This design comes from an exercise in tuning for small area and a short achievable clock period on the open sky130 flow, not from production work. Only simulation tests tie the RTL to the original design; equivalence was not proved. No activity file was given, so power comes from the tool's default toggle rates.

File: flow/run.sh
#!/bin/bash
# Standard layout, with plain buffers (not delay cells) on the ports.
set -euo pipefail
bash standard.sh "BUFFER_PORTS_ARGS=-buffer_cell sky130_fd_sc_hd__buf_2" finish > orfs_make.log 2>&1
File: standard.sh
#!/bin/bash
# synth_recipe.tcl (not shown) runs the flow's synth.tcl, then flattens the netlist and writes it again
# the make line also repeats each setting of config.mk as NAME=value (left out here)
make -C /OpenROAD-flow-scripts/flow DESIGN_CONFIG=/design/flow/config.mk WORK_HOME=/design/flow/orfs CLKGATE_MAP_FILE= SYNTH_SCRIPT=/design/flow/synth_recipe.tcl "${@:-finish}"
File: config.mk
export PLATFORM = sky130hd
export DESIGN_NAME = irq_ctrl_top
export DESIGN_NICKNAME = irq_ctrl_top
export VERILOG_FILES = /design/flow/design.v
export SDC_FILE = /design/flow/constraint.sdc
export NUM_CORES = 4
export LEC_CHECK = 0
export CAP_MARGIN = 20
export CORE_MARGIN = 2
export CORE_UTILIZATION = 65
export CTS_CLUSTER_DIAMETER = 80
export CTS_CLUSTER_SIZE = 30
export SETUP_SLACK_MARGIN = 3.3
export SLEW_MARGIN = 20
File: constraint.sdc
create_clock -name core_clock -period 5.5 [get_ports {CLOCK_50}]
set_input_delay 1.1000 -clock core_clock [delete_from_list [all_inputs] [get_ports {CLOCK_50}]]
set_output_delay 1.1000 -clock core_clock [all_outputs]
set_load 0.01 [all_outputs]
File: design.v
`timescale 1ns/1ps
package irq_pkg;
    localparam int DATA_W = 32;
    localparam int KEY_W  = 8;
    localparam int ADDR_W = 8;
    localparam int NUM_IRQ_TYPES = 4;
    localparam int TYPE_W        = $clog2(NUM_IRQ_TYPES);
    typedef logic [TYPE_W-1:0] irq_type_t;
    localparam irq_type_t IRQ_TYPE_KEY = irq_type_t'(0);
    typedef struct packed {
        irq_type_t         irq_type;
        logic [DATA_W-1:0] value;
    } irq_entry_t;
    localparam int KEY_FIFO_DEPTH  = 5;
    localparam int IRQ_QUEUE_DEPTH = 10;
    localparam logic [ADDR_W-1:0] REG_CODE_BASE = 8'h00;
    localparam logic [ADDR_W-1:0] REG_STATUS    = 8'h04;
    localparam logic [ADDR_W-1:0] REG_ISR_ADDR  = 8'h08;
    localparam logic [ADDR_W-1:0] REG_ISR_VALUE = 8'h0C;
    localparam logic [ADDR_W-1:0] REG_SW_RAISE  = 8'h10;
    localparam logic [ADDR_W-1:0] REG_EOI       = 8'h14;
    localparam logic [ADDR_W-1:0] REG_VECTOR_0  = 8'h20;
    localparam int STAT_IN_SERVICE = 0;
    localparam int STAT_Q_EMPTY    = 1;
    localparam int STAT_OVERFLOW   = 2;
endpackage
`timescale 1ns/1ps
`timescale 1ns/1ps
`timescale 1ns/1ps
`timescale 1ns/1ps
`timescale 1ns/1ps
module irq_ctrl_top
(
    input  logic        CLOCK_50,
    input  logic        rst_n_i,
    input  logic        key_valid_i,
    input  logic [7:0]  key_code_i,
    input  logic        psel_i,
    input  logic        penable_i,
    input  logic        pwrite_i,
    input  logic [7:0]  paddr_i,
    input  logic [31:0] pwdata_i,
    output logic [31:0] prdata_o,
    output logic        pready_o,
    output logic        pslverr_o,
    output logic        irq_o
);
    localparam int KDEPTH = 5;
    localparam int QDEPTH = 10;
    logic [7:0]  kmem [KDEPTH];
    logic [2:0]  kwp, krp;
    logic [2:0]  kcnt;
    logic        kempty, kfull;
    logic        overflow;
    logic        kw;
    logic [2:0]  kprev;
    logic [31:0] qmem [QDEPTH];
    logic [3:0]  qwp, qrp;
    logic [3:0]  qcnt;
    logic        qempty, qfull;
    logic        d_wait, d_cap;
    logic        irq;
    logic [1:0]  act_type;
    logic [29:0] act_val;
    logic [31:0] code_base;
    logic [31:0] vectors [4];
    logic        sw_req;
    logic [1:0]  sw_type;
    logic [29:0] sw_val;
    logic        w_cb, w_raise, w_eoi;
    logic [3:0]  w_vec;
    logic        err_r;
    logic        stall_r;
    logic [31:0] rdata_r;
    logic [31:0] p_r;
    logic        acc;
    logic        key_wr, key_rd;
    logic        sw_go, blocked;
    logic        q_wr, q_rd;
    logic        wr_raise, eoi;
    logic [31:0] q_in;
    logic [31:0] q_head;
    logic [7:0]  key_byte;
    assign acc = psel_i && penable_i;
    assign key_byte = kmem[kprev];
    assign q_head = qmem[qrp];
    assign key_wr  = key_valid_i && !kfull;
    assign key_rd  = !kw && !qfull && !kempty;
    assign blocked = kw || qfull || !kempty;
    assign sw_go   = sw_req && !blocked;
    assign q_wr    = q_wr_r;
    assign q_in    = kw ? {2'b00, 22'd0, key_byte} : {sw_type, sw_val};
    assign q_rd    = !d_wait && !d_cap && !irq && !qempty;
    assign wr_raise = acc && w_raise && !(sw_req && blocked);
    assign eoi      = acc && w_eoi;
    logic        kempty_n, kfull_n, overflow_n;
    logic        qempty_n, qfull_n;
    logic        kw_n, sw_req_n, irq_n;
    logic        d_wait_n, d_cap_n;
    logic        q_wr_r;
    always_comb
    begin
        kempty_n   = kempty;
        kfull_n    = kfull;
        qempty_n   = qempty;
        qfull_n    = qfull;
        if (key_wr && !key_rd)
        begin
            kempty_n = 1'b0;
            kfull_n  = (kcnt == 3'd4);
        end
        else if (!key_wr && key_rd)
        begin
            kempty_n = (kcnt == 3'd1);
            kfull_n  = 1'b0;
        end
        if (q_wr && !q_rd)
        begin
            qempty_n = 1'b0;
            qfull_n  = (qcnt == 4'd9);
        end
        else if (!q_wr && q_rd)
        begin
            qempty_n = (qcnt == 4'd1);
            qfull_n  = 1'b0;
        end
        overflow_n = overflow || (key_valid_i && kfull);
        kw_n       = key_rd;
        sw_req_n   = wr_raise || (sw_req && !sw_go);
        d_wait_n   = q_rd;
        d_cap_n    = d_wait;
        irq_n      = d_cap || (irq && !eoi);
        if (!rst_n_i)
        begin
            kempty_n   = 1'b1;
            kfull_n    = 1'b0;
            qempty_n   = 1'b1;
            qfull_n    = 1'b0;
            overflow_n = 1'b0;
            kw_n       = 1'b0;
            sw_req_n   = 1'b0;
            d_wait_n   = 1'b0;
            d_cap_n    = 1'b0;
            irq_n      = 1'b0;
        end
    end
    always_ff @(posedge CLOCK_50)
    begin
        kempty   <= kempty_n;
        kfull    <= kfull_n;
        qempty   <= qempty_n;
        qfull    <= qfull_n;
        overflow <= overflow_n;
        kw       <= kw_n;
        sw_req   <= sw_req_n;
        d_wait   <= d_wait_n;
        d_cap    <= d_cap_n;
        irq      <= irq_n;
        q_wr_r   <= !qfull_n && (kw_n || (sw_req_n && kempty_n));
    end
    always_ff @(posedge CLOCK_50)
    begin
        if (!rst_n_i)
        begin
            kwp  <= '0;
            krp  <= '0;
            kcnt <= '0;
            qwp  <= '0;
            qrp  <= '0;
            qcnt <= '0;
        end
        else
        begin
            if (key_wr)
            begin
                kwp <= (kwp == 3'(KDEPTH - 1)) ? '0 : kwp + 1'b1;
            end
            if (key_rd)
            begin
                krp <= (krp == 3'(KDEPTH - 1)) ? '0 : krp + 1'b1;
            end
            if (key_wr != key_rd)
            begin
                kcnt <= key_wr ? kcnt + 1'b1 : kcnt - 1'b1;
            end
            if (q_wr)
            begin
                qwp <= (qwp == 4'(QDEPTH - 1)) ? '0 : qwp + 1'b1;
            end
            if (q_rd)
            begin
                qrp <= (qrp == 4'(QDEPTH - 1)) ? '0 : qrp + 1'b1;
            end
            if (q_wr != q_rd)
            begin
                qcnt <= q_wr ? qcnt + 1'b1 : qcnt - 1'b1;
            end
        end
    end
    always_ff @(posedge CLOCK_50)
    begin
        for (int i = 0; i < KDEPTH; i++)
        begin
            if (key_wr && kwp == 3'(i))
            begin
                kmem[i] <= key_code_i;
            end
        end
        kprev <= krp;
        for (int i = 0; i < QDEPTH; i++)
        begin
            if (q_wr && qwp == 4'(i))
            begin
                qmem[i] <= q_in;
            end
        end
        if (q_rd)
        begin
            act_type <= q_head[31:30];
            act_val  <= q_head[29:0];
        end
        if (wr_raise)
        begin
            sw_type <= pwdata_i[1:0];
            sw_val  <= pwdata_i[31:2];
        end
    end
    logic [31:0] wdata;
    assign wdata = pwdata_i & {32{rst_n_i}};
    logic [31:0] cb_n;
    assign cb_n = (!rst_n_i || (acc && w_cb)) ? wdata : code_base;
    always_ff @(posedge CLOCK_50)
    begin
        code_base <= cb_n;
        for (int i = 0; i < 4; i++)
        begin
            if (!rst_n_i || (acc && w_vec[i]))
            begin
                vectors[i] <= wdata;
            end
        end
    end
    logic        a_vec, a_ok;
    logic [31:0] isr_addr;
    logic [31:0] rdata_n;
    assign a_vec = (paddr_i[7:4] == 4'h2) && (paddr_i[1:0] == 2'b00);
    assign a_ok  = a_vec || ((paddr_i[7:5] == 3'b000) && (paddr_i[1:0] == 2'b00)
                             && (paddr_i[4:2] <= 3'd5));
    logic [31:0] vsel_n;
    assign vsel_n = (acc && w_vec[act_type]) ? pwdata_i : vectors[act_type];
    always_ff @(posedge CLOCK_50)
    begin
        p_r <= cb_n ^ vsel_n;
    end
    logic [31:0] kg [6];
    logic [31:0] kp [6];
    assign kg[0] = code_base & ~p_r;
    assign kp[0] = p_r;
    for (genvar l = 0; l < 5; l++)
    begin : g_ks
        for (genvar i = 0; i < 32; i++)
        begin : g_bit
            if (i >= (1 << l))
            begin : g_op
                assign kg[l+1][i] = kg[l][i] | (kp[l][i] & kg[l][i-(1<<l)]);
                assign kp[l+1][i] = kp[l][i] & kp[l][i-(1<<l)];
            end
            else
            begin : g_pass
                assign kg[l+1][i] = kg[l][i];
                assign kp[l+1][i] = kp[l][i];
            end
        end
    end
    assign isr_addr = p_r ^ {kg[5][30:0], 1'b0};
    always_comb
    begin
        logic [31:0] lo;
        case (paddr_i[3:2])
            2'd0:    lo = code_base;
            2'd1:    lo = {29'd0, overflow_n, qempty_n, irq_n};
            2'd2:    lo = isr_addr;
            default: lo = {2'b00, act_val};
        endcase
        if (paddr_i[5])
        begin
            rdata_n = vectors[paddr_i[3:2]];
        end
        else
        begin
            rdata_n = paddr_i[4] ? '0 : lo;
        end
    end
    always_ff @(posedge CLOCK_50)
    begin
        w_cb    <= pwrite_i && (paddr_i == 8'h00);
        w_raise <= pwrite_i && (paddr_i == 8'h10);
        w_eoi   <= pwrite_i && (paddr_i == 8'h14);
        for (int i = 0; i < 4; i++)
        begin
            w_vec[i] <= pwrite_i && a_vec && (paddr_i[3:2] == 2'(i));
        end
        err_r   <= !a_ok;
        stall_r <= pwrite_i && (paddr_i == 8'h10) && sw_req_n
                   && (kw_n || qfull_n || !kempty_n);
        rdata_r <= rdata_n;
    end
    assign prdata_o  = rdata_r;
    assign pready_o  = !stall_r;
    assign pslverr_o = err_r;
    assign irq_o     = irq;
endmodule
==> impl_summary.txt, run 1 <==
----------------------------------------------------
[Worst setup path]
  Maximum net fanout on the critical path ... 43
  Ordered cell list for the critical path ... buf_4 > buf_16 > mux4_2 > and2_1 > or3_1 > o22ai_1 > nor3_2
  Crit path launch ... paddr_i[3]
  Capturing point of the worst reg2reg path ... rdata_r[24]
  Crit-path leading delay family ... simple AND/OR/NAND/NOR gates
  Largest stage delay on the critical path ... 360 ps
  Reg2reg start ... p_r[0]
  Critical path launch point type ... input pin
  Endpoint class of the critical path ... register
  Register-to-register path setup slack ... 3150 ps
  End of the critical path ... rdata_r[22]
  Worst path required time ... 6000 ps
  Critical-path cell with the highest stage delay ... or3_1
  R2R cell count ... 10
  Number of cells on the critical path ... 7
  Arr. time, crit path ... 2880 ps
  Buf+Inv Stages, Crit Path ... 2
  Critical path type ... input pin to register

[Drt]
  Count of antenna-violating nets left after detailed routing ... 0
  Number of vias in the routed layout ... 17300
  Routed wire length per instance ... 27.9 um
  Detailed Routing Iterations Pass 1 ... 6
  Via count normalized by instance count ... 6.70
  Drt first-iter violations ... 1856
  Drt drc ... 0
  Drt total wl ... 72100 um

[Timing]
  Number of hold-slack violations in the final timing report ... 0
  Final Skew ... 34.3 ps
  Share of the clock period used by the worst path ... 43.3%
  Total negative slack ... 0 ps
  Final hold slack ... 382 ps
  Slew Limit Fails ... 0
  Max-Slew Margin vs Limit ... 39.6%
  Setup violation total in the final timing report ... 0
  Unrepaired setup endpoints after global routing ... yes
  Worst slew pin tran ... 907 ps
  Shortest clock period the worst path allows after layout ... 2380 ps
  Max Fclk ... 420 MHz

[Power]
  Net switching component of the power ... 2.86 mW
  Pwr Density ... 343 nW/um^2
  Clock share of power ... 28.1%
  Sequential Power Share ... 57.8%
  Leakage power ... 10.8 nW
  Internal power of the cells ... 7.97 mW
  Worst supply voltage drop on vdd ... 423 uV
  Net switching fraction of the power ... 26.4%
  Combinational share of power ... 14.2%

[Status]
  Outcome ... complete, no violations

[Finish]
  Non-filler instance count after layout ... 2588
  Commonest non-fill, non-tap cells in the layout ... 552 x edfxtp_1, 143 x nand2_1, 106 x dfxtp_1, 81 x buf_2, 76 x a22oi_1
  Final Util ... 73.3%
  Syn-to-layout area delta ... 11.2%
  Final nets ... 2054
  Leading cell type in the layout, fill and taps excluded ... edfxtp_1
  Layout cells sized above 1 ... 21.3%

[Yosys]
  Number of synthesized flops with an enable pin ... 552
  Cells after Synth ... 1916
  Synth Warn # ... 6
  Flip-flop and latch count after synthesis ... 692
  Mean area per synthesized cell ... 14.8 sq um
  Async SR Flop Fraction ... 0%
  Cell area after technology mapping ... 28400 sq um
  Number of library cell types mapped by synthesis ... 91
  Prevailing post-synth register cell ... edfxtp_1
  Synthesized Nets ... 1988
  Fraction of the yosys area taken by sequential cells ... 68.2%

[Floorplan]
  IO Pins ... 89
  Initial Utilization ... 65.9%
  Die width ... 213 um
  Row cnt ... 76
  Chip height ... 213 um
  Die outline area ... 45400 sq um
  Core area ... 43100 sq um

[Global routing]
  Antenna violations before repair ... 3
  Maximum number of pins on one net before global-route repair ... 44
  Via count of the first global-routing pass ... 16900
  Global-route usage over all layers ... 32.3%
  GR Overflow Total ... 0
  Global-route wire length before repair ... 106000 um

[Clock network]
  Clock-pin slew of the registers on the worst-case setup and hold paths ... 110 ps
  Level count of the clock H-tree ... 2
  Clock tree from TritonCTS ... done
  Root Driver ... clkbuf_16
  Number of buffers added by the clock tree synthesis step ... 34
  Maximum buffer depth of the clock tree ... 3
  Number of sinks driven by the clock tree ... 692
  Clock latency (worst-skew pair) ... 610 ps

[Place]
  Post-DP HPWL ... 41700 um
  Dpl cells ... 2503
  RD Place Congestion ... 0.898
  Quantity of I/O buffers inserted on ports ... 88

[Flow run]
  Maxcap violations ... 0

[Min path]
  Classification of the worst-slack hold path ... register to register

----------------------------------------------------
==> per-layer routing <==
layer	GRT usage (%)	share of wire (%)
met3	4.09	8.1
met2	52.4	48
met5	0	0
met4	10.7	2.9
met1	46.0	41
==> layout make-up <==
class / instances / area, sq um
antenna: 1 / 2.50
multi-input combinational: 1077 / 8980
timing repair buffer: 144 / 1170
sequential: 692 / 19400
clock inverter: 19 / 253
inverter: 33 / 126
clock buffer: 37 / 883
fill: 2764 / 11500
tap: 585 / 732
==> flip-flops by register name (all words and copies together), names as in the netlist, 4 cells and up <==
name	flops
act_val	30
code_base	32
kmem	40
p_r	32
qcnt	4
qmem	320
qrp	4
qwp	4
rdata_r	32
sw_val	30
vectors	128
w_vec	4
==> synthesized netlist by cell type (31+ instances only) <==
library cell / instances / area (sq um)
nand3_1: 37 / 185
a22o_1: 45 / 394
mux2i_1: 44 / 440
a22oi_1: 76 / 571
xnor2_1: 50 / 438
a222oi_1: 32 / 320
inv_1: 31 / 116
and2_1: 53 / 332
nor2b_1: 48 / 300
nand2_1: 152 / 571
edfxtp_1: 552 / 16600
clkbuf_1: 84 / 315
o21ai_0: 56 / 280
nor2_1: 68 / 255
a21oi_1: 55 / 275
dfxtp_1: 140 / 2800
a221oi_1: 43 / 377
mux4_2: 72 / 1620
==> logic make-up after synthesis <==
group	share of synthesized area, %
adder cells (fa/ha/maj)	0.793
multiplexers	7.62
AND/OR/NAND/NOR	8.36
AO/OA/AOI/OAI	10.8
buffers and inverters	2.26
XOR/XNOR	1.94
flip-flops	68.2
==> power by group through the flow <==
stage                     Combinational (mW)  Sequential, mW  Clock [mW]
after floorplan                         1.10            6.18           0
after global placement                  1.34            6.34           0
after detailed placement                1.37            6.35           0
after CTS                               1.49            6.24        3.06
after global routing                    1.66            6.29        3.24
final                                   1.53            6.26        3.04
==> stage by stage <==
| step | setup WS (ps) | area, sq um | power (mW) |
|---|---|---|---|
| after global routing | 3060 | 31600 | 11.2 |
| after floorplan | 2500 | 28800 | 7.27 |
| final | 3120 | 31600 | 10.8 |
| after global placement | 1590 | 29600 | 7.67 |
| after CTS | 3090 | 31300 | 10.8 |
| after detailed placement | 1380 | 29600 | 7.72 |
==> worst min path at each step <==
stage,start,to,slack (ps),cells past startpoint
floorplan,krp[2],kprev[2],360,0
global placement,krp[2],kprev[2],370,0
detailed placement,krp[2],kprev[2],380,0
CTS,krp[2],kprev[2],380,0
global route,krp[2],kprev[2],400,0
finish,krp[2],kprev[2],380,0
==> what timing repair did <==
item                       CTS  global route
buffers inserted            13             6
resized for setup           94            42
hold buffers                 0             0
setup endpoints to repair  493            84
gates cloned                 7             1
pin swaps                   17            18
==> inputs of run 2 (changes only) <==
--- a/config.mk
+++ b/config.mk
@@ -11,4 +11,4 @@
 export CTS_CLUSTER_DIAMETER = 80
 export CTS_CLUSTER_SIZE = 30
-export SETUP_SLACK_MARGIN = 3.3
+export SETUP_SLACK_MARGIN = 3
 export SLEW_MARGIN = 20
==> run 2 against run 1 <==
  * Sequential share of layout area grew 1.2 points
  * Clock power shrank 8.6%
  * Worst hold slack gained 1.7 ps
  * Clock skew grew 1.7 ps
  * Still clean
  * Global-route usage shrank 1.2 points
  * Sequential cell count is the same
  * Synthesized cell count is the same
  * Register-to-register slack lost 140 ps
  * Power shrank 3.1%
  * Clock-buffer cell count grew 6
==> impl_summary.txt, run 2 <==
----------------------------------------------------
[Finish]
  Footprint of the flip-flops and latches ... 19400 sq um
  Flip-flop count of the largest register after layout ... 320
  Total of fill cells in the finished design ... 2869
  Combined area of the multi-input logic cells ... 8750 sq um
  Final Util ... 71.7%
  Cell area after layout ... 30900 sq um
  Top register by number of flip-flops ... qmem
  Commonest non-fill, non-tap cells in the layout ... 552 x edfxtp_1, 145 x nand2_1, 132 x dfxtp_1, 86 x buf_2, 76 x a22oi_1
  Final nets ... 2039
  Leading cell type in the layout, fill and taps excluded ... edfxtp_1
  Layout cells sized above 1 ... 17.6%
  Syn-to-layout area delta ... 8.76%
  Largest regs ... qmem: 320 flops, vectors: 128 flops, kmem: 40 flops

[Global routing]
  Antenna violations before repair ... 1
  Global-route wire length before repair ... 103000 um
  GR Overflow Total ... 0
  Via count of the first global-routing pass ... 16700
  Global-route usage over all layers ... 31.1%
  Maximum number of pins on one net before global-route repair ... 61

[Worst setup path]
  Arr. time, crit path ... 3010 ps
  Critical path type ... register to register
  Worst path required time ... 6020 ps
  Maximum net fanout on the critical path ... 6
  Critical path launch point type ... register
  Endpoint class of the critical path ... register

[Floorplan]
  Die outline area ... 45400 sq um
  Row cnt ... 76
  Initial Utilization ... 65.9%
  IO Pins ... 89
  Core area ... 43100 sq um
  Chip height ... 213 um
  Die width ... 213 um

[Drt]
  Routed wire length per instance ... 27.2 um
  Count of antenna-violating nets left after detailed routing ... 0
  Number of vias in the routed layout ... 17200
  Drt drc ... 0
  Drt total wl ... 70100 um
  Drt first-iter violations ... 2299
  Detailed Routing Iterations Pass 1 ... 6
  Via count normalized by instance count ... 6.67

[Power]
  Worst supply voltage drop on vdd ... 321 uV
  Net switching component of the power ... 2.78 mW
  Clock share of power ... 26.5%
  Net switching fraction of the power ... 26.5%
  Combinational share of power ... 13.8%
  Internal power of the cells ... 7.71 mW
  Pwr Density ... 340 nW/um^2
  Leakage power ... 10.5 nW
  Sequential Power Share ... 59.6%

[Yosys]
  Cell type with the largest total area after synthesis ... edfxtp_1
  Prevailing post-synth register cell ... edfxtp_1
  Top-count cell post-synth ... edfxtp_1
  Cells after Synth ... 1916
  Number of library cell types mapped by synthesis ... 91
  Share of the synthesized area in the top cell type ... 58.4%
  Synth Warn # ... 6
  Flip-flop and latch count after synthesis ... 692
  Number of synthesized flops with an enable pin ... 552
  Cell area after technology mapping ... 28400 sq um
  Fraction of the yosys area taken by sequential cells ... 68.2%
  Async SR Flop Fraction ... 0%
  Synthesized Nets ... 1988
  Mean area per synthesized cell ... 14.8 sq um
  Leading cell types by count after synthesis ... 552 x edfxtp_1, 152 x nand2_1, 140 x dfxtp_1
  Cell types with the largest area share after synthesis ... edfxtp_1 58%, dfxtp_1 9.9%, mux4_2 5.7%

[Timing]
  Share of the clock period used by the worst path ... 45.2%
  Unrepaired setup endpoints after global routing ... yes
  Slew Limit Fails ... 0
  Number of hold-slack violations in the final timing report ... 0
  Setup violation total in the final timing report ... 0
  Worst slew pin tran ... 1110 ps
  Max-Slew Margin vs Limit ... 25.6%
  Shortest clock period the worst path allows after layout ... 2490 ps
  Max Fclk ... 402 MHz
  Total negative slack ... 0 ps
  Final Skew ... 35.9 ps

[Place]
  RD Place Congestion ... 0.924
  Quantity of I/O buffers inserted on ports ... 88
  Cell area after placement ... 29500 sq um
  Post-DP HPWL ... 42100 um

[Flow run]
  Maxcap violations ... 0

[Clock network]
  Level count of the clock H-tree ... 1
  Maximum buffer depth of the clock tree ... 3
  Clock-pin slew of the registers on the worst-case setup and hold paths ... 110 ps
  Clock tree from TritonCTS ... done
  Number of buffers added by the clock tree synthesis step ... 30
  Cts hold-fix bufs ... 0
  Clock latency (worst-skew pair) ... 650 ps
  Number of sinks driven by the clock tree ... 692
  Root Driver ... clkbuf_16

[Status]
  Outcome ... complete, no violations

[Min path]
  Classification of the worst-slack hold path ... register to register

----------------------------------------------------
-- run 2: cell counts after synthesis --
Identical to the previous run, type by type.
-- run 2: cell type report --
cell class / count / share of cell area, %
sequential: 692 / 62.8
multi-input combinational: 1074 / 28.3
timing repair buffer: 136 / 2.90
clock buffer: 43 / 2.59
tap: 585 / 2.37
clock inverter: 13 / 0.644
inverter: 33 / 0.401
antenna: 1 / 0.00810
-- run 2: repair_timing --
item                       CTS  global route
setup endpoints to repair   70            40
hold endpoints to repair     0             0
buffers inserted             5             7
gates resized for setup     24            33
pin swaps                    5            22
cloned                       0             2
-- run 2: worst paths after layout --
path,slack [ps],cells past startpoint,end,start
min,380,0,kprev[2],krp[2]
max,3010,9,rdata_r[21],p_r[0]
max reg2reg,3010,9,rdata_r[21],p_r[0]
min reg2reg,380,0,kprev[2],krp[2]
-- run 2: cell families after synthesis --
family                   after synthesis  synth area share, %
AO/OA/AOI/OAI                        400                 10.8
buffers and inverters                150                 2.26
multiplexers                         124                 7.62
XOR/XNOR                              63                 1.94
adder cells (fa/ha/maj)               18                0.793
AND/OR/NAND/NOR                      469                 8.36
flip-flops                           692                 68.2
-- run 2: per-layer routing --
metal / global-route usage, % / vias up / part of all wire, %
met2: 48.9 / 831 / 47
met5: 0 / - / 0
met3: 5.88 / 99 / 9.5
met4: 6.68 / 0 / 2.0
met1: 46.0 / 8697 / 41
li1: - / 7558 / -
-- run 2: critical path, cell delays in order, from the launching register on --
cell      delay [ps]
dfxtp_2          330
nand3b_1         220
buf_4            180
a311oi_4         460
o21a_2           230
o211ai_4         130
a31oi_4          290
xor2_2           130
o311ai_4         330
nand2_1           80
-- run 2: through the flow --
step	hold WS, ps	std cells	power [mW]	setup slack [ps]
after floorplan	358	1916	7.26	2500
after global placement	371	2505	7.68	1960
after detailed placement	375	2505	7.71	1920
after CTS	389	2566	10.4	2930
after global routing	386	2577	10.8	2910
final	384	2577	10.5	3010
-- run 2: power groups by stage --
stage | Clock [mW] | Sequential, mW | Combinational (mW)
finish | 2.78 | 6.26 | 1.45
global route | 2.97 | 6.29 | 1.58
CTS | 2.81 | 6.24 | 1.38
detailed placement | 0 | 6.36 | 1.35
global placement | 0 | 6.35 | 1.33
floorplan | 0 | 6.18 | 1.08
==> inputs of run 3 (changes only) <==
--- a/design.v
+++ b/design.v
@@ -274,20 +274,23 @@
     end
     assign isr_addr = p_r ^ {kg[5][30:0], 1'b0};
+    logic        s_cb, s_st, s_isr, s_av;
+    logic [3:0]  s_v;
+    assign s_cb  = !paddr_i[5] && !paddr_i[4] && (paddr_i[3:2] == 2'd0);
+    assign s_st  = !paddr_i[5] && !paddr_i[4] && (paddr_i[3:2] == 2'd1);
+    assign s_isr = !paddr_i[5] && !paddr_i[4] && (paddr_i[3:2] == 2'd2);
+    assign s_av  = !paddr_i[5] && !paddr_i[4] && (paddr_i[3:2] == 2'd3);
+    for (genvar i = 0; i < 4; i++)
+    begin : g_sv
+        assign s_v[i] = paddr_i[5] && (paddr_i[3:2] == 2'(i));
+    end
     always_comb
     begin
-        logic [31:0] lo;
-        case (paddr_i[3:2])
-            2'd0:    lo = code_base;
-            2'd1:    lo = {29'd0, overflow_n, qempty_n, irq_n};
-            2'd2:    lo = isr_addr;
-            default: lo = {2'b00, act_val};
-        endcase
-        if (paddr_i[5])
-        begin
-            rdata_n = vectors[paddr_i[3:2]];
-        end
-        else
+        rdata_n = ({32{s_cb}}  & code_base)
+                | ({32{s_st}}  & {29'd0, overflow_n, qempty_n, irq_n})
+                | ({32{s_isr}} & isr_addr)
+                | ({32{s_av}}  & {2'b00, act_val});
+        for (int i = 0; i < 4; i++)
         begin
-            rdata_n = paddr_i[4] ? '0 : lo;
+            rdata_n = rdata_n | ({32{s_v[i]}} & vectors[i]);
         end
     end
==> run 3 against run 2 <==
  * First-iteration DRC count fell by 9.2%
  * Die area fell by 1.2%
  * Sequential power barely moved
  * Non-clock buffer count fell by 6
  * Cell area fell by 1.7%
  * Worst setup slack improved by 13 ps
  * Still clean on timing, DRC and antenna
==> impl_summary.txt, run 3 <==
----------------------------------------------------
[Yosys]
  Cell types with the largest area share after synthesis ... edfxtp_1 59%, dfxtp_1 10%, a22oi_1 3.7%
  Async SR Flop Fraction ... 0%
  Fraction of the yosys area taken by sequential cells ... 69.1%
  Multiplexer fraction of the synthesized cell area ... 5.33%
  Mean area per synthesized cell ... 14.5 sq um
  Synth Warn # ... 6
  Cell area after technology mapping ... 28100 sq um
  Leading cell types by count after synthesis ... 552 x edfxtp_1, 140 x dfxtp_1, 138 x a22oi_1
  Number of library cell types mapped by synthesis ... 79
  Top-count cell post-synth ... edfxtp_1
  Cells after Synth ... 1931
  Cell type with the largest total area after synthesis ... edfxtp_1
  Post-synthesis compound-gate area fraction ... 11.9%
  Flip-flop and latch count after synthesis ... 692
  Parity-gate share of the synthesized area counting xor and xnor cells ... 2.00%
  Synthesized Nets ... 2003
  Prevailing post-synth register cell ... edfxtp_1
  Number of synthesized flops with an enable pin ... 552
  Largest family of logic cells by synthesized area ... compound AO/OA/AOI/OAI gates
  Share of the synthesized area in the top cell type ... 59.1%
  Synthesized-area fraction occupied by and/or/nand/nor cells ... 8.76%
  Arithmetic-cell share of the synthesized area counting full adders, half adders and majority gates ... 0.803%

[Timing]
  Setup violation total in the final timing report ... 0
  Total negative slack ... 0 ps
  Share of the clock period used by the worst path ... 45.0%
  Max-Slew Margin vs Limit ... 28.3%
  Max Fclk ... 404 MHz
  Slew Limit Fails ... 0
  Shortest clock period the worst path allows after layout ... 2480 ps
  Final hold slack ... 389 ps
  Unrepaired setup endpoints after global routing ... yes
  Final Skew ... 21.5 ps
  Worst slew pin tran ... 1070 ps
  Number of hold-slack violations in the final timing report ... 0

[Worst setup path]
  Critical path type ... register to register
  Register-to-register path setup slack ... 3020 ps
  Worst path required time ... 6020 ps
  R2R cell count ... 8
  Critical path launch point type ... register
  Crit path launch ... p_r[0]
  Reg2reg start ... p_r[0]
  Arr. time, crit path ... 3000 ps
  Capturing point of the worst reg2reg path ... rdata_r[29]
  Maximum net fanout on the critical path ... 4
  Endpoint class of the critical path ... register

[Drt]
  Drt first-iter violations ... 2087
  Routed wire length per instance ... 27.1 um
  Highest metal layer with signal wires ... met5
  Drt drc ... 0
  Detailed Routing Iterations Pass 1 ... 6
  WL met2 ... 32300 um
  DR WL met3 ... 6680 um
  Number of vias in the routed layout ... 17200
  Drt total wl ... 68900 um
  Routed metal-1 wirelength ... 28000 um
  Via count normalized by instance count ... 6.77
  Count of antenna-violating nets left after detailed routing ... 0

[Finish]
  Layout cells sized above 1 ... 14.9%
  Commonest non-fill, non-tap cells in the layout ... 552 x edfxtp_1, 138 x a22oi_1, 133 x dfxtp_1, 130 x nand2_1, 88 x buf_2
  Largest regs ... qmem: 320 flops, vectors: 128 flops, kmem: 40 flops
  Antenna diode count ... 0
  Flip-flop count of the largest register after layout ... 320
  Syn-to-layout area delta ... 8.23%
  Leading cell type in the layout, fill and taps excluded ... edfxtp_1
  Top register by number of flip-flops ... qmem
  Non-filler instance count after layout ... 2542
  Final Util ... 70.9%
  Total of fill cells in the finished design ... 2864
  Final nets ... 2044

[Clock network]
  Level count of the clock H-tree ... 1
  Number of buffers added by the clock tree synthesis step ... 30
  Clock tree from TritonCTS ... done
  Number of sinks driven by the clock tree ... 692
  Cts hold-fix bufs ... 0
  Maximum buffer depth of the clock tree ... 3
  Clock-pin slew of the registers on the worst-case setup and hold paths ... 110 ps
  Root Driver ... clkbuf_16
  Clock latency (worst-skew pair) ... 630 ps

[Global routing]
  Global-route usage over all layers ... 30.9%
  Via count of the first global-routing pass ... 16300
  Maximum number of pins on one net before global-route repair ... 53
  Global-route wire length before repair ... 102000 um
  Antenna violations before repair ... 1
  GR Overflow Total ... 0

[Floorplan]
  Die outline area ... 44800 sq um
  Initial Utilization ... 65.6%
  Chip height ... 212 um
  Die width ... 212 um
  Row cnt ... 76
  Core area ... 42800 sq um
  IO Pins ... 89

[Min path]
  Classification of the worst-slack hold path ... register to register
  Worst-case hold path end point ... kprev[2]
  Cell depth of the worst min-delay path ... 0
  Hold path startpoint ... krp[2]

[Flow run]
  Maxcap violations ... 0

[Place]
  RD Place Congestion ... 0.901
  Quantity of I/O buffers inserted on ports ... 88
  Post-DP HPWL ... 43100 um
  Dpl cells ... 2473

[Status]
  Outcome ... complete, no violations

[Power]
  Pwr Density ... 344 nW/um^2
  Power, Total ... 10.4 mW
  Worst supply voltage drop on vdd ... 309 uV
  Leakage power ... 10.3 nW

----------------------------------------------------
==> run 3: cell count changes in the layout (fill, tap and decap cells not counted), moves of 13 or more <==
cell	before	now
nand2_1	145	130
nand3_1	36	49
mux4_2	72	38
o21ai_0	54	40
a22oi_1	76	138
a21oi_1	50	33
==> run 3: cell type report <==
class	instances	area (sq um)	share of cell area, %
Clock inverter	11	148	0.486
Tap cell	546	683	2.25
Multi-Input combinational cell	1091	8370	27.6
Clock buffer	45	838	2.76
Timing Repair Buffer	130	826	2.72
Sequential cell	692	19400	63.9
Inverter	27	101	0.334
==> run 3: metal layers <==
metal / up-vias / GRT usage [%]
met3: 107 / 6.16
met4: 2 / 8.06
met5: - / 0
li1: 7621 / -
met1: 8697 / 44.2
met2: 774 / 49.2
==> run 3: per-stage QoR <==
step / area (sq um) / worst slack (ps)
floorplan: 28200 / 2550
detailed placement: 29100 / 2190
finish: 30400 / 3020
CTS: 30200 / 2960
global placement: 29100 / 2250
global route: 30400 / 2990
==> run 3: how the worst max path moves through the flow <==
stage               cells past startpoint          end
floorplan                               4   qmem[6][0]
global placement                        7  rdata_r[31]
detailed placement                      7  rdata_r[31]
CTS                                     6      p_r[26]
global route                            8  rdata_r[29]
finish                                  8  rdata_r[29]
==> run 3: logic make-up (layout without fill, tap and decap cells) <==
group / Yosys count / in the layout
DFF: 692 / 692
adders and majority gates: 18 / 18
muxes: 99 / 99
buffers and inverters: 150 / 213
and+or+nand+nor: 475 / 477
AOI/OAI and AO/OA: 433 / 433
xor gates and xnor gates: 64 / 64
==> run 3: timing repair <==
action,in CTS,in global routing
buffers inserted,2,8
gates cloned,2,0
setup endpoints to repair,105,144
pin swaps,3,3
resized for setup,10,21
==> run 3: critical path, stage by stage, from the launching register on <==
cell	delay [ps]
dfxtp_1	340
nand3b_1	240
a311oi_2	450
o21ai_2	140
a31oi_2	260
o2111ai_2	240
o21ai_2	290
mux2i_1	120
a211o_1	300
==> run 3: report_power, final <==
group / switching (mW) / internal (mW)
clock network: 1.62 / 1.12
logic: 0.851 / 0.583
registers: 0.302 / 5.96
total: 2.77 / 7.66
==> inputs of run 4 (changes only) <==
--- a/config.mk
+++ b/config.mk
@@ -11,4 +11,4 @@
 export CTS_CLUSTER_DIAMETER = 80
 export CTS_CLUSTER_SIZE = 30
-export SETUP_SLACK_MARGIN = 3
+export SETUP_SLACK_MARGIN = 3.4
 export SLEW_MARGIN = 20
==> run 4 against run 3 <==
  * Via count grew 2.2%
  * Power grew 2.3%
  * Clock power grew 1%
  * Largest power group unchanged
  * Sequential share of layout area shrank 2.3 points
  * Core utilization grew 3.1 points
  * Sequential cell count is the same
  * Worst setup slack gained 250 ps
  * Critical path depth shrank 7
  * Final cell count grew 1.8%
==> impl_summary.txt, run 4 <==
----------------------------------------------------
[Timing]
  Max-Slew Margin vs Limit ... 43.1%
  Worst slew pin tran ... 852 ps
  Setup violation total in the final timing report ... 0
  Final Skew ... 18.6 ps
  Unrepaired setup endpoints after global routing ... yes
  Shortest clock period the worst path allows after layout ... 2230 ps
  Final hold slack ... 391 ps
  Number of hold-slack violations in the final timing report ... 0
  Max Fclk ... 449 MHz
  Share of the clock period used by the worst path ... 40.5%
  Total negative slack ... 0 ps
  Slew Limit Fails ... 0

[Drt]
  Count of antenna-violating nets left after detailed routing ... 0
  Number of vias in the routed layout ... 17600
  Routed wire length per instance ... 27.7 um
  Detailed Routing Iterations Pass 1 ... 7
  Drt drc ... 0
  Drt first-iter violations ... 2267
  Via count normalized by instance count ... 6.80
  Drt total wl ... 71700 um

[Place]
  Cell area after placement ... 29400 sq um
  RD Place Congestion ... 0.875
  Quantity of I/O buffers inserted on ports ... 88
  Post-DP HPWL ... 43900 um

[Yosys]
  Cell types with the largest area share after synthesis ... edfxtp_1 59%, dfxtp_1 10%, a22oi_1 3.7%
  Synthesized Nets ... 2003
  Cells after Synth ... 1931
  Share of the synthesized area in the top cell type ... 59.1%
  Mean area per synthesized cell ... 14.5 sq um
  Async SR Flop Fraction ... 0%
  Top-count cell post-synth ... edfxtp_1
  Flip-flop and latch count after synthesis ... 692
  Number of synthesized flops with an enable pin ... 552
  Cell area after technology mapping ... 28100 sq um
  Fraction of the yosys area taken by sequential cells ... 69.1%
  Prevailing post-synth register cell ... edfxtp_1
  Cell type with the largest total area after synthesis ... edfxtp_1
  Number of library cell types mapped by synthesis ... 79
  Synth Warn # ... 6
  Leading cell types by count after synthesis ... 552 x edfxtp_1, 140 x dfxtp_1, 138 x a22oi_1

[Global routing]
  Via count of the first global-routing pass ... 16700
  Antenna violations before repair ... 3
  Global-route usage over all layers ... 32.0%
  Global-route wire length before repair ... 105000 um
  Maximum number of pins on one net before global-route repair ... 39
  GR Overflow Total ... 0

[Worst setup path]
  Crit-path leading delay family ... flip-flops
  Critical path launch point type ... register
  Critical path type ... register to primary output
  Maximum net fanout on the critical path ... 1
  Largest stage delay on the critical path ... 390 ps
  Endpoint class of the critical path ... primary output
  Buf+Inv Stages, Crit Path ... 1
  Crit path launch ... rdata_r[13]
  Critical-path cell with the highest stage delay ... dfxtp_2
  Arr. time, crit path ... 1130 ps
  Worst path required time ... 4400 ps
  Reg2reg start ... p_r[0]
  Ordered cell list for the critical path ... buf_6

[Floorplan]
  IO Pins ... 89
  Core area ... 42800 sq um
  Die width ... 212 um
  Chip height ... 212 um
  Initial Utilization ... 65.6%
  Die outline area ... 44800 sq um
  Row cnt ... 76

[Finish]
  Layout cells sized above 1 ... 22.9%
  Final Util ... 74.1%
  Cell area after layout ... 31700 sq um
  Largest regs ... qmem: 320 flops, vectors: 128 flops, kmem: 40 flops
  Top register by number of flip-flops ... qmem
  Total of fill cells in the finished design ... 2662
  Combined area of the multi-input logic cells ... 8910 sq um
  Leading cell type in the layout, fill and taps excluded ... edfxtp_1
  Flip-flop count of the largest register after layout ... 320
  Footprint of the flip-flops and latches ... 19500 sq um
  Syn-to-layout area delta ... 13.0%
  Final nets ... 2088
  Commonest non-fill, non-tap cells in the layout ... 552 x edfxtp_1, 125 x nand2_1, 113 x a22oi_1, 77 x dfxtp_1, 59 x buf_4

[Clock network]
  Clock tree from TritonCTS ... done
  Root Driver ... clkbuf_16
  Clock latency (worst-skew pair) ... 620 ps
  Clock-pin slew of the registers on the worst-case setup and hold paths ... 100 ps
  Number of buffers added by the clock tree synthesis step ... 31
  Maximum buffer depth of the clock tree ... 3
  Level count of the clock H-tree ... 1
  Number of sinks driven by the clock tree ... 692

[Power]
  Pwr Density ... 337 nW/um^2
  Worst supply voltage drop on vdd ... 366 uV
  Leakage power ... 10.8 nW

[Min path]
  Hold path startpoint ... krp[2]
  Classification of the worst-slack hold path ... register to register

[Status]
  Outcome ... complete, no violations

[Flow run]
  Maxcap violations ... 0

----------------------------------------------------
-- run 4: routing by layer --
layer	GRT usage, %	share of wire (%)
met5	0	0.033
met2	51.8	48
met4	8.81	2.4
met3	3.93	8.5
met1	46.5	41
-- run 4: power breakdown --
| part | internal (mW) | switching [mW] | leakage (nW) |
|---|---|---|---|
| registers | 5.97 | 0.322 | 6.25 |
| logic | 0.690 | 0.901 | 4.06 |
| clock network | 1.12 | 1.66 | 0.484 |
| total | 7.78 | 2.88 | 10.8 |
-- run 4: logic make-up (layout without fill, tap and decap cells) --
| family | after synthesis | count (layout) | synth area share [%] |
|---|---|---|---|
| simple gates | 475 | 479 | 8.76 |
| flops | 692 | 692 | 69.1 |
| fa+ha+maj | 18 | 18 | 0.803 |
| other cells | 0 | 1 | 0 |
| mux | 99 | 99 | 5.33 |
| xor+xnor | 64 | 64 | 2.00 |
| compound gates | 433 | 433 | 11.9 |
| buf+inv | 150 | 255 | 2.15 |
-- run 4: worst paths after layout --
| kind | slack [ps] | endpoint | cells after the start |
|---|---|---|---|
| worst max-delay path | 3270 | prdata_o[13] | 1 |
| worst min-delay path | 390 | kprev[2] | 0 |
| worst max register to register | 3330 | rdata_r[27] | 10 |
| worst min register to register | 390 | kprev[2] | 0 |
-- run 4: area by class of cell --
class / instances / share of cell area, %
Sequential cell: 692 / 61.5
Multi-Input combinational cell: 1093 / 28.1
Timing Repair Buffer: 171 / 4.70
Clock buffer: 43 / 2.59
Tap cell: 546 / 2.16
Clock inverter: 14 / 0.569
Inverter: 27 / 0.324
Antenna cell: 1 / 0.00790
-- run 4: stage by stage --
stage                     cells  total power, mW  setup WS [ps]
after floorplan            1931             7.30           2890
after global placement     2468             7.74           2150
after CTS                  2569             10.6           3260
after detailed placement   2471             7.78           2240
after global routing       2587             11.0           3220
final                      2587             10.7           3270
-- run 4: timing repair --
action	CTS	global route
resized for setup	145	53
hold buffers	0	0
setup endpoints to repair	565	201
pin swaps	23	12
setup buffers	38	16
gates cloned	3	1
==> inputs of run 5 (changes only) <==
--- a/config.mk
+++ b/config.mk
@@ -11,4 +11,4 @@
 export CTS_CLUSTER_DIAMETER = 80
 export CTS_CLUSTER_SIZE = 30
-export SETUP_SLACK_MARGIN = 3.4
+export SETUP_SLACK_MARGIN = 3.3
 export SLEW_MARGIN = 20
==> run 5 against run 4 <==
  * Synthesized area is the same
  * Clock-buffer cell count grew 3
  * Sequential cell count is the same
  * Sequential share of layout area grew 0.48 points
  * Wire length shrank 2.9%
  * Sequential power is essentially flat
  * Largest power group unchanged
  * Core utilization shrank 0.69 points
  * Critical path depth grew 7
  * Clock power grew 8.3%
==> impl_summary.txt, run 5 <==
----------------------------------------------------
[Yosys]
  Largest family of logic cells by synthesized area ... compound AO/OA/AOI/OAI gates
  Flip-flop and latch count after synthesis ... 692
  Async SR Flop Fraction ... 0%
  Synthesized-area fraction occupied by and/or/nand/nor cells ... 8.76%
  Cells after Synth ... 1931
  Number of library cell types mapped by synthesis ... 79
  Synth Warn # ... 6
  Share of the synthesized area in the top cell type ... 59.1%
  Fraction of the yosys area taken by sequential cells ... 69.1%
  Cell area after technology mapping ... 28100 sq um
  Multiplexer fraction of the synthesized cell area ... 5.33%
  Cell types with the largest area share after synthesis ... edfxtp_1 59%, dfxtp_1 10%, a22oi_1 3.7%
  Cell type with the largest total area after synthesis ... edfxtp_1
  Top-count cell post-synth ... edfxtp_1
  Parity-gate share of the synthesized area counting xor and xnor cells ... 2.00%
  Number of synthesized flops with an enable pin ... 552
  Synthesized Nets ... 2003
  Prevailing post-synth register cell ... edfxtp_1
  Post-synthesis compound-gate area fraction ... 11.9%
  Mean area per synthesized cell ... 14.5 sq um
  Leading cell types by count after synthesis ... 552 x edfxtp_1, 140 x dfxtp_1, 138 x a22oi_1
  Arithmetic-cell share of the synthesized area counting full adders, half adders and majority gates ... 0.803%

[Clock network]
  Clock latency (worst-skew pair) ... 590 ps
  Number of buffers added by the clock tree synthesis step ... 34
  Clock-pin slew of the registers on the worst-case setup and hold paths ... 100 ps
  Root Driver ... clkbuf_16
  Maximum buffer depth of the clock tree ... 3
  Cts hold-fix bufs ... 0
  Clock tree from TritonCTS ... done
  Level count of the clock H-tree ... 2
  Number of sinks driven by the clock tree ... 692

[Drt]
  Detailed Routing Iterations Pass 1 ... 6
  Drt first-iter violations ... 2248
  Drt total wl ... 69600 um
  Via count normalized by instance count ... 6.74
  Routed wire length per instance ... 27.1 um
  Number of vias in the routed layout ... 17300
  Drt drc ... 0
  Count of antenna-violating nets left after detailed routing ... 0

[Worst setup path]
  Largest stage delay on the critical path ... 330 ps
  Buf+Inv Stages, Crit Path ... 0
  Crit-path leading delay family ... compound AO/OA/AOI/OAI gates
  R2R cell count ... 8
  Critical path type ... register to register
  Ordered cell list for the critical path ... nand3b_1 > nand4_1 > a31oi_4 > o311ai_4 > a21boi_4 > o221ai_4 > mux2i_1 > nand3_1
  Critical-path cell with the highest stage delay ... dfxtp_2
  Maximum net fanout on the critical path ... 4
  Endpoint class of the critical path ... register
  Number of cells on the critical path ... 8
  Critical path launch point type ... register
  Worst path required time ... 5950 ps
  Arr. time, crit path ... 2640 ps

[Floorplan]
  Die outline area ... 44800 sq um
  Die width ... 212 um
  IO Pins ... 89
  Core area ... 42800 sq um
  Chip height ... 212 um
  Row cnt ... 76
  Initial Utilization ... 65.6%

[Finish]
  Layout cells sized above 1 ... 20.7%
  Largest regs ... qmem: 320 flops, vectors: 128 flops, kmem: 40 flops
  Top register by number of flip-flops ... qmem
  Leading cell type in the layout, fill and taps excluded ... edfxtp_1
  Final nets ... 2071
  Flip-flop count of the largest register after layout ... 320
  Final Util ... 73.4%
  Non-filler instance count after layout ... 2567
  Syn-to-layout area delta ... 11.9%
  Commonest non-fill, non-tap cells in the layout ... 552 x edfxtp_1, 127 x nand2_1, 119 x a22oi_1, 92 x dfxtp_1, 75 x buf_2

[Global routing]
  Via count of the first global-routing pass ... 16600
  Antenna violations before repair ... 1
  Maximum number of pins on one net before global-route repair ... 50
  Global-route wire length before repair ... 102000 um
  Global-route usage over all layers ... 31.1%
  GR Overflow Total ... 0

[Power]
  Net switching fraction of the power ... 26.4%
  Worst supply voltage drop on vdd ... 400 uV
  Pwr Density ... 346 nW/um^2
  Sequential Power Share ... 57.7%
  Leakage power ... 10.7 nW
  Combinational share of power ... 14.6%
  Internal power of the cells ... 8.00 mW
  Net switching component of the power ... 2.87 mW
  Clock share of power ... 27.7%

[Place]
  Quantity of I/O buffers inserted on ports ... 88
  Post-DP HPWL ... 42900 um
  Dpl cells ... 2472
  RD Place Congestion ... 0.913

[Timing]
  Shortest clock period the worst path allows after layout ... 2190 ps
  Setup violation total in the final timing report ... 0
  Slew Limit Fails ... 0
  Share of the clock period used by the worst path ... 39.8%
  Final Skew ... 33.9 ps
  Final hold slack ... 388 ps
  Unrepaired setup endpoints after global routing ... yes
  Number of hold-slack violations in the final timing report ... 0
  Worst slew pin tran ... 817 ps
  Max-Slew Margin vs Limit ... 45.5%
  Total negative slack ... 0 ps
  Max Fclk ... 457 MHz

[Status]
  Outcome ... complete, no violations

[Flow run]
  Maxcap violations ... 0

[Min path]
  Cell depth of the worst min-delay path ... 0
  Classification of the worst-slack hold path ... register to register

----------------------------------------------------
run 5: changes by cell type in the layout (fill, tap and decap cells not counted), moves of 4 or more:
cell       previous run  this run
clkbuf_16            31        39
dfxtp_4              18        14
buf_6                41        13
nand2_8               4         0
dfxtp_2              45        34
buf_2                56        75
buf_4                59        49
dfxtp_1              77        92
clkbuf_1             12         7
a22oi_2              25        19
a22oi_1             113       119
run 5: layer usage:
metal	vias up	part of all wire, %	GRT usage (%)
met5	-	0	0
met4	0	2.7	10.0
met3	117	9.0	5.56
met2	820	47	48.3
met1	8682	41	45.3
li1	7686	-	-
run 5: worst reg2reg max path: cells and delay by family, from the launching register on:
kind,cells,cell delay (ps)
muxes,1,220
DFF,1,330
and+or+nand+nor,3,610
AOI/OAI and AO/OA,4,900
run 5: layout make-up:
cell class | count | area [sq um]
flip-flops and latches | 692 | 19500
fillers | 2723 | 11400
repair buffers | 152 | 1220
diodes | 1 | 2.50
inverters | 27 | 103
clock inverters | 11 | 164
multi-input cells | 1092 | 8760
well taps | 546 | 683
clock buffers | 46 | 980
run 5: per-stage QoR:
step,total power [mW],setup slack [ps],instance area [sq um]
after global placement,7.73,2210,29300
after detailed placement,7.77,2140,29400
after floorplan,7.30,2870,28600
after CTS,10.8,3260,31000
after global routing,11.2,3180,31400
final,10.9,3310,31400
run 5: final timing paths:
| kind | slack (ps) | end | start |
|---|---|---|---|
| max reg2reg | 3310 | rdata_r[27] | p_r[0] |
| min | 390 | kprev[2] | krp[2] |
| min reg2reg | 390 | kprev[2] | krp[2] |
| max | 3310 | rdata_r[27] | p_r[0] |
run 5: repair_timing:
action | in CTS | in global routing
cloned | 3 | 3
pin swaps | 18 | 14
gates resized for setup | 81 | 61
endpoints found under the setup margin | 219 | 192
setup buffers | 13 | 17
run 5: kinds of logic after synthesis:
family	count (synthesis)
multiplexers	99
XOR/XNOR	64
AND/OR/NAND/NOR	475
AO/OA/AOI/OAI	433
buffers and inverters	150
flip-flops	692
adder cells (fa/ha/maj)	18
run 5: power groups by stage:
stage	registers (mW)	logic [mW]	clock network (mW)
4_1_cts	6.26	1.48	3.05
5_1_grt	6.31	1.71	3.21
2_1_floorplan	6.19	1.11	0
6_report	6.28	1.58	3.01
3_3_place_gp	6.35	1.38	0
3_5_place_dp	6.36	1.40	0
==> inputs of run 6 (changes only) <==
--- a/config.mk
+++ b/config.mk
@@ -13,2 +13,3 @@
 export SETUP_SLACK_MARGIN = 3.3
 export SLEW_MARGIN = 20
+export TNS_END_PERCENT = 5
==> run 6 against run 5 <==
  * Still clean on timing, DRC and antenna
  * Power fell by 2.8%
  * Global-route usage fell by 0.16 points
  * Combinational power fell by 6%
  * Clock skew fell by 10 ps
  * Sequential share of layout area rose by 1.1 points
  * Die area did not move
  * Sequential cell count did not move
  * Critical path depth did not move
  * Via count fell by 0.70%
  * Clock-buffer cell count fell by 3
  * Register-to-register slack got worse by 150 ps
  * Critical path type unchanged
==> impl_summary.txt, run 6 <==
----------------------------------------------------
[Min path]
  Hold path startpoint ... krp[2]
  Classification of the worst-slack hold path ... register to register
  Worst-case hold path end point ... kprev[2]
  Cell depth of the worst min-delay path ... 0

[Finish]
  Commonest non-fill, non-tap cells in the layout ... 552 x edfxtp_1, 138 x a22oi_1, 131 x nand2_1, 113 x dfxtp_1, 86 x buf_2
  Non-filler instance count after layout ... 2556
  Antenna diode count ... 0
  Cell area after layout ... 30700 sq um
  Final Util ... 71.9%
  Total of fill cells in the finished design ... 2789
  Layout cells sized above 1 ... 16.9%
  Leading cell type in the layout, fill and taps excluded ... edfxtp_1
  Combined area of the multi-input logic cells ... 8510 sq um
  Footprint of the flip-flops and latches ... 19400 sq um
  Top register by number of flip-flops ... qmem
  Syn-to-layout area delta ... 9.62%
  Largest regs ... qmem: 320 flops, vectors: 128 flops, kmem: 40 flops
  Flip-flop count of the largest register after layout ... 320
  Final nets ... 2057

[Place]
  Quantity of I/O buffers inserted on ports ... 88
  Post-DP HPWL ... 44800 um
  RD Place Congestion ... 0.887
  Dpl cells ... 2479
  Cell area after placement ... 29200 sq um

[Global routing]
  Global-route usage over all layers ... 30.9%
  Antenna violations before repair ... 2
  GR Overflow Total ... 0
  Via count of the first global-routing pass ... 16600
  Global-route wire length before repair ... 102000 um
  Maximum number of pins on one net before global-route repair ... 61

[Floorplan]
  Core area ... 42800 sq um
  Die outline area ... 44800 sq um
  Die width ... 212 um
  Chip height ... 212 um
  Initial Utilization ... 65.6%
  IO Pins ... 89
  Row cnt ... 76

[Drt]
  WL met2 ... 33100 um
  Drt drc ... 0
  DR WL met3 ... 5660 um
  Drt total wl ... 69500 um
  Number of vias in the routed layout ... 17200
  Detailed Routing Iterations Pass 1 ... 6
  Routed metal-1 wirelength ... 29000 um
  Routed wire length per instance ... 27.2 um
  Count of antenna-violating nets left after detailed routing ... 0
  Highest metal layer with signal wires ... met5
  Via count normalized by instance count ... 6.72
  Drt first-iter violations ... 2173

[Worst setup path]
  Maximum net fanout on the critical path ... 4
  Ordered cell list for the critical path ... nand3b_1 > a311oi_4 > o21ai_2 > a31oi_4 > o2111ai_4 > o21ai_4 > mux2i_1 > a211o_1
  Endpoint class of the critical path ... register
  Largest stage delay on the critical path ... 410 ps
  Register-to-register path setup slack ... 3160 ps
  Reg2reg start ... p_r[0]
  Arr. time, crit path ... 2850 ps
  Critical-path cell with the highest stage delay ... a311oi_4
  Capturing point of the worst reg2reg path ... rdata_r[29]
  Critical path launch point type ... register
  Crit path launch ... p_r[0]
  Number of cells on the critical path ... 8
  Worst path required time ... 6010 ps
  R2R cell count ... 8
  Buf+Inv Stages, Crit Path ... 0
  Crit-path leading delay family ... compound AO/OA/AOI/OAI gates
  Critical path type ... register to register

[Yosys]
  Cells after Synth ... 1931
  Prevailing post-synth register cell ... edfxtp_1
  Cell types with the largest area share after synthesis ... edfxtp_1 59%, dfxtp_1 10%, a22oi_1 3.7%
  Async SR Flop Fraction ... 0%
  Leading cell types by count after synthesis ... 552 x edfxtp_1, 140 x dfxtp_1, 138 x a22oi_1
  Cell area after technology mapping ... 28100 sq um
  Fraction of the yosys area taken by sequential cells ... 69.1%
  Synth Warn # ... 6
  Number of library cell types mapped by synthesis ... 79
  Flip-flop and latch count after synthesis ... 692
  Mean area per synthesized cell ... 14.5 sq um
  Top-count cell post-synth ... edfxtp_1
  Number of synthesized flops with an enable pin ... 552
  Cell type with the largest total area after synthesis ... edfxtp_1
  Synthesized Nets ... 2003
  Share of the synthesized area in the top cell type ... 59.1%

[Clock network]
  Clock latency (worst-skew pair) ... 640 ps
  Clock tree from TritonCTS ... done
  Number of sinks driven by the clock tree ... 692
  Level count of the clock H-tree ... 1
  Number of buffers added by the clock tree synthesis step ... 31
  Clock-pin slew of the registers on the worst-case setup and hold paths ... 110 ps
  Root Driver ... clkbuf_16
  Maximum buffer depth of the clock tree ... 3

[Power]
  Leakage power ... 10.5 nW
  Power, Total ... 10.6 mW
  Worst supply voltage drop on vdd ... 374 uV
  Pwr Density ... 344 nW/um^2

[Timing]
  Slew Limit Fails ... 0
  Unrepaired setup endpoints after global routing ... yes
  Share of the clock period used by the worst path ... 42.5%
  Worst slew pin tran ... 749 ps
  Setup violation total in the final timing report ... 0
  Number of hold-slack violations in the final timing report ... 0
  Total negative slack ... 0 ps
  Final Skew ... 23.8 ps
  Shortest clock period the worst path allows after layout ... 2340 ps
  Max Fclk ... 428 MHz
  Max-Slew Margin vs Limit ... 49.9%

[Status]
  Outcome ... complete, no violations

[Flow run]
  Maxcap violations ... 0

----------------------------------------------------
==> run 6: cell counts after synthesis <==
Identical to the previous run, type by type.
==> run 6: timing repair <==
| item | CTS | global route |
|---|---|---|
| pin swaps | 2 | 12 |
| setup endpoints to repair | 497 | 456 |
| cloned | 1 | 2 |
| gates resized for setup | 9 | 75 |
| hold buffers | 0 | 0 |
| buffers inserted | 5 | 10 |
| endpoints found under the hold margin | 0 | 0 |
==> run 6: final cells by class <==
type	count	share of cell area [%]
inverters	27	0.330
repair buffers	142	3.21
clock inverters	15	0.590
well taps	546	2.22
flip-flops and latches	692	63.2
clock buffers	43	2.80
multi-input cells	1091	27.7
==> run 6: how the worst max path moves through the flow <==
stage	slack (ps)	end
floorplan	2810	qmem[5][0]
global placement	2300	rdata_r[4]
detailed placement	2220	rdata_r[28]
CTS	2740	rdata_r[31]
global route	3080	rdata_r[28]
finish	3160	rdata_r[29]
==> run 6: logic make-up (layout without fill, tap and decap cells) <==
logic type	Yosys count	after routing	share of synthesized area, %
multiplexers	99	99	5.33
flip-flops	692	692	69.1
XOR/XNOR	64	64	2.00
AO/OA/AOI/OAI	433	433	11.9
buffers and inverters	150	227	2.15
AND/OR/NAND/NOR	475	477	8.76
adder cells (fa/ha/maj)	18	18	0.803
==> run 6: layer usage <==
| metal | up-vias | global-route usage (%) |
|---|---|---|
| met4 | 2 | 8.67 |
| met3 | 107 | 4.17 |
| met5 | - | 0 |
| met1 | 8643 | 45.3 |
| met2 | 789 | 49.5 |
| li1 | 7643 | - |
==> run 6: worst reg2reg max path, stage by stage (launching register included) <==
cell	delay, ps
dfxtp_2	350
nand3b_1	260
a311oi_4	410
o21ai_2	130
a31oi_4	210
o2111ai_4	180
o21ai_4	260
mux2i_1	110
a211o_1	300
==> run 6: stage by stage <==
step	hold WS, ps	setup WS, ps
floorplan	358	2810
global placement	381	2300
detailed placement	383	2220
CTS	400	2740
global route	403	3080
finish	401	3160
==> run 6: power by group <==
| group | internal (mW) | leakage, nW | switching, mW |
|---|---|---|---|
| clock | 1.17 | 0.503 | 1.64 |
| combinational | 0.615 | 3.75 | 0.870 |
| sequential | 5.97 | 6.23 | 0.310 |
| total | 7.75 | 10.5 | 2.82 |
==> inputs of run 7 (changes only) <==
--- a/config.mk
+++ b/config.mk
@@ -11,5 +11,4 @@
 export CTS_CLUSTER_DIAMETER = 80
 export CTS_CLUSTER_SIZE = 30
-export SETUP_SLACK_MARGIN = 3.3
+export SETUP_SLACK_MARGIN = 3.35
 export SLEW_MARGIN = 20
-export TNS_END_PERCENT = 5
==> run 7 against run 6 <==
  * Clock skew is essentially flat
  * Worst setup slack gained 99 ps
  * Maximum frequency rose by 4.4%
  * Clock power barely moved
  * Die area did not move
  * Power increased by 1.1%
  * Critical path type unchanged
  * Core utilization up 1.6 points
  * Still clean
  * Wire length rose by 1.5%
  * Combinational power rose by 9%
  * Synthesized area unchanged
  * Critical path depth stayed put
==> impl_summary.txt, run 7 <==
----------------------------------------------------
[Yosys]
  Number of synthesized flops with an enable pin ... 552
  Number of library cell types mapped by synthesis ... 79
  Synthesized Nets ... 2003
  Synth Warn # ... 6
  Cell types with the largest area share after synthesis ... edfxtp_1 59%, dfxtp_1 10%, a22oi_1 3.7%
  Top-count cell post-synth ... edfxtp_1
  Cells after Synth ... 1931
  Share of the synthesized area in the top cell type ... 59.1%
  Fraction of the yosys area taken by sequential cells ... 69.1%
  Leading cell types by count after synthesis ... 552 x edfxtp_1, 140 x dfxtp_1, 138 x a22oi_1
  Cell area after technology mapping ... 28100 sq um
  Prevailing post-synth register cell ... edfxtp_1
  Flip-flop and latch count after synthesis ... 692
  Cell type with the largest total area after synthesis ... edfxtp_1
  Mean area per synthesized cell ... 14.5 sq um
  Async SR Flop Fraction ... 0%

[Global routing]
  Antenna violations before repair ... 0
  Via count of the first global-routing pass ... 16400
  Maximum number of pins on one net before global-route repair ... 40
  Global-route wire length before repair ... 103000 um
  GR Overflow Total ... 0
  Global-route usage over all layers ... 31.4%

[Worst setup path]
  Worst path required time ... 6030 ps
  Largest stage delay on the critical path ... 400 ps
  Most frequent CP cell ... o21ai_2
  Maximum net fanout on the critical path ... 3
  Arr. time, crit path ... 2760 ps
  Capturing point of the worst reg2reg path ... rdata_r[29]
  Critical-path cell with the highest stage delay ... a311oi_4
  Register-to-register path setup slack ... 3260 ps
  Critical path launch point type ... register
  R2R cell count ... 8
  Critical path type ... register to register
  Ordered cell list for the critical path ... nand3b_1 > a311oi_4 > o21ai_2 > a31oi_2 > o2111ai_2 > o21ai_2 > mux2i_1 > a211o_1
  Endpoint class of the critical path ... register
  Reg2reg start ... p_r[0]

[Finish]
  Top register by number of flip-flops ... qmem
  Layout cells sized above 1 ... 21.7%
  Total of fill cells in the finished design ... 2714
  Largest regs ... qmem: 320 flops, vectors: 128 flops, kmem: 40 flops
  Syn-to-layout area delta ... 12.1%
  Non-filler instance count after layout ... 2574
  Commonest non-fill, non-tap cells in the layout ... 552 x edfxtp_1, 125 x nand2_1, 113 x a22oi_1, 86 x dfxtp_1, 59 x buf_2
  Combined area of the multi-input logic cells ... 8860 sq um
  Leading cell type in the layout, fill and taps excluded ... edfxtp_1
  Final nets ... 2076
  Footprint of the flip-flops and latches ... 19500 sq um
  Antenna diode count ... 0
  Flip-flop count of the largest register after layout ... 320

[Clock network]
  Clock latency (worst-skew pair) ... 630 ps
  Clock-pin slew of the registers on the worst-case setup and hold paths ... 110 ps
  Number of buffers added by the clock tree synthesis step ... 31
  Level count of the clock H-tree ... 1
  Maximum buffer depth of the clock tree ... 3
  Number of sinks driven by the clock tree ... 692
  Root Driver ... clkbuf_16
  Clock tree from TritonCTS ... done

[Place]
  Quantity of I/O buffers inserted on ports ... 88
  RD Place Congestion ... 0.901
  Dpl cells ... 2472
  Post-DP HPWL ... 43200 um

[Drt]
  Count of antenna-violating nets left after detailed routing ... 0
  Drt drc ... 0
  Drt total wl ... 70600 um
  Detailed Routing Iterations Pass 1 ... 6
  Routed wire length per instance ... 27.4 um
  Via count normalized by instance count ... 6.75
  Drt first-iter violations ... 2289
  Number of vias in the routed layout ... 17400

[Timing]
  Share of the clock period used by the worst path ... 40.7%
  Slew Limit Fails ... 0
  Final hold slack ... 391 ps
  Final Skew ... 23.9 ps
  Setup violation total in the final timing report ... 0
  Max-Slew Margin vs Limit ... 47.0%
  Number of hold-slack violations in the final timing report ... 0
  Worst slew pin tran ... 793 ps
  Unrepaired setup endpoints after global routing ... yes
  Max Fclk ... 447 MHz
  Shortest clock period the worst path allows after layout ... 2240 ps
  Total negative slack ... 0 ps

[Floorplan]
  IO Pins ... 89
  Initial Utilization ... 65.6%
  Chip height ... 212 um
  Row cnt ... 76
  Die width ... 212 um
  Die outline area ... 44800 sq um
  Core area ... 42800 sq um

[Power]
  Net switching component of the power ... 2.88 mW
  Combinational share of power ... 15.1%
  Clock share of power ... 26.1%
  Net switching fraction of the power ... 27.0%
  Internal power of the cells ... 7.80 mW
  Worst supply voltage drop on vdd ... 445 uV
  Sequential Power Share ... 58.8%
  Leakage power ... 10.7 nW
  Pwr Density ... 340 nW/um^2

[Min path]
  Worst-case hold path end point ... kprev[2]
  Hold path startpoint ... krp[2]
  Classification of the worst-slack hold path ... register to register
  Cell depth of the worst min-delay path ... 0

[Status]
  Outcome ... complete, no violations

[Flow run]
  Maxcap violations ... 0

----------------------------------------------------
==> run 7: critical path, delay by kind of cell (launching register included) <==
kind             cells  cell delay [ps]
AND/OR/NAND/NOR      1              230
multiplexers         1              110
AO/OA/AOI/OAI        6             1460
flip-flops           1              330
==> run 7: power by group through the flow <==
| stage | clock network [mW] | logic, mW | registers (mW) |
|---|---|---|---|
| after detailed placement | 0 | 1.41 | 6.36 |
| after global placement | 0 | 1.38 | 6.35 |
| after global routing | 2.99 | 1.73 | 6.32 |
| after CTS | 2.82 | 1.51 | 6.26 |
| final | 2.79 | 1.61 | 6.28 |
| after floorplan | 0 | 1.11 | 6.19 |
==> run 7: how the worst max path moves through the flow <==
stage	to	startpoint	cells after the start	slack (ps)
6_report	rdata_r[29]	p_r[0]	8	3260
2_1_floorplan	qcnt[2]	qempty	4	2890
3_3_place_gp	rdata_r[9]	paddr_i[2]	8	2160
3_5_place_dp	rdata_r[12]	paddr_i[5]	8	2220
5_1_grt	rdata_r[27]	p_r[0]	9	3150
4_1_cts	rdata_r[24]	p_r[9]	8	3240
==> run 7: per-stage QoR <==
step | utilization [%] | setup WS, ps | cell area, sq um | power [mW]
finish | 73.5 | 3260 | 31400 | 10.7
global route | 73.5 | 3150 | 31400 | 11.0
CTS | 72.6 | 3240 | 31000 | 10.6
detailed placement | 68.7 | 2220 | 29400 | 7.77
global placement | 68.5 | 2160 | 29300 | 7.73
floorplan | - | 2890 | 28700 | 7.30
==> run 7: area by class of cell <==
cell class | instances | share of cell area (%)
multi-input cells | 1093 | 28.2
clock inverters | 14 | 0.577
inverters | 27 | 0.326
clock buffers | 43 | 2.64
repair buffers | 159 | 4.16
flip-flops and latches | 692 | 62.0
well taps | 546 | 2.17
==> run 7: cells by family (layout without fill, tap and decap cells) <==
kind of cell	after synthesis	after routing	synth area share [%]
compound gates	433	433	11.9
xor+xnor	64	64	2.00
buf+inv	150	243	2.15
mux	99	99	5.33
simple gates	475	479	8.76
flops	692	692	69.1
fa+ha+maj	18	18	0.803
==> run 7: metal layers <==
| metal | vias to the layer above | GRT usage [%] | wire length (um) |
|---|---|---|---|
| met3 | 113 | 2.98 | 5820 |
| met1 | 8765 | 47.4 | 29800 |
| li1 | 7696 | - | - |
| met2 | 796 | 49.8 | 33300 |
| met5 | - | 0 | 0 |
| met4 | 0 | 8.33 | 1660 |
==> run 7: what timing repair did <==
item / in CTS / in global routing
buffers inserted: 24 / 15
cloned: 4 / 2
pin swaps: 31 / 12
hold buffers: 0 / 0
resized for setup: 110 / 71
setup endpoints to repair: 416 / 235

==> what the ideal ports hide <==
How much do the figures lean on ideal ports? The routed layouts below were timed once more, with nothing changed but the port constraints.
Step 1 (the two cells are an assumption about what drives the block):
set clk [get_ports {CLOCK_50}]
set_driving_cell -lib_cell sky130_fd_sc_hd__clkbuf_16 $clk
set_driving_cell -lib_cell sky130_fd_sc_hd__buf_2 [delete_from_list [all_inputs] $clk]
Step 2 times the ports against the registers' clock, not the clock port: input delays grow and output delays shrink by t, the midpoint of the rising clock arrivals with the driver on.
Three values: no drivers, after step 1, after step 2; two values: the first two.
run	t (ns)	slack for setup (ns)	hold WS [ns]
run 1	0.651	3.118 / 2.967 / 2.315	0.382 / 0.382 / 0.382
run 2	0.696	3.011 / 3.011 / 2.382	0.384 / 0.384 / 0.384
run 3	0.675	3.024 / 2.974 / 2.455	0.389 / 0.389 / 0.389
run 4	0.675	3.272 / 3.213 / 2.736	0.391 / 0.391 / 0.391
run 5	0.629	3.310 / 3.265 / 2.752	0.388 / 0.388 / 0.388
run 6	0.683	3.164 / 3.121 / 2.534	0.401 / 0.401 / 0.401
run 7	0.668	3.263 / 3.224 / 2.666	0.391 / 0.391 / 0.391
After both steps every run listed still meets setup and hold. The setup slack of run 1, which loses most, moves by -0.151 ns with the drivers and by -0.803 ns with both steps.
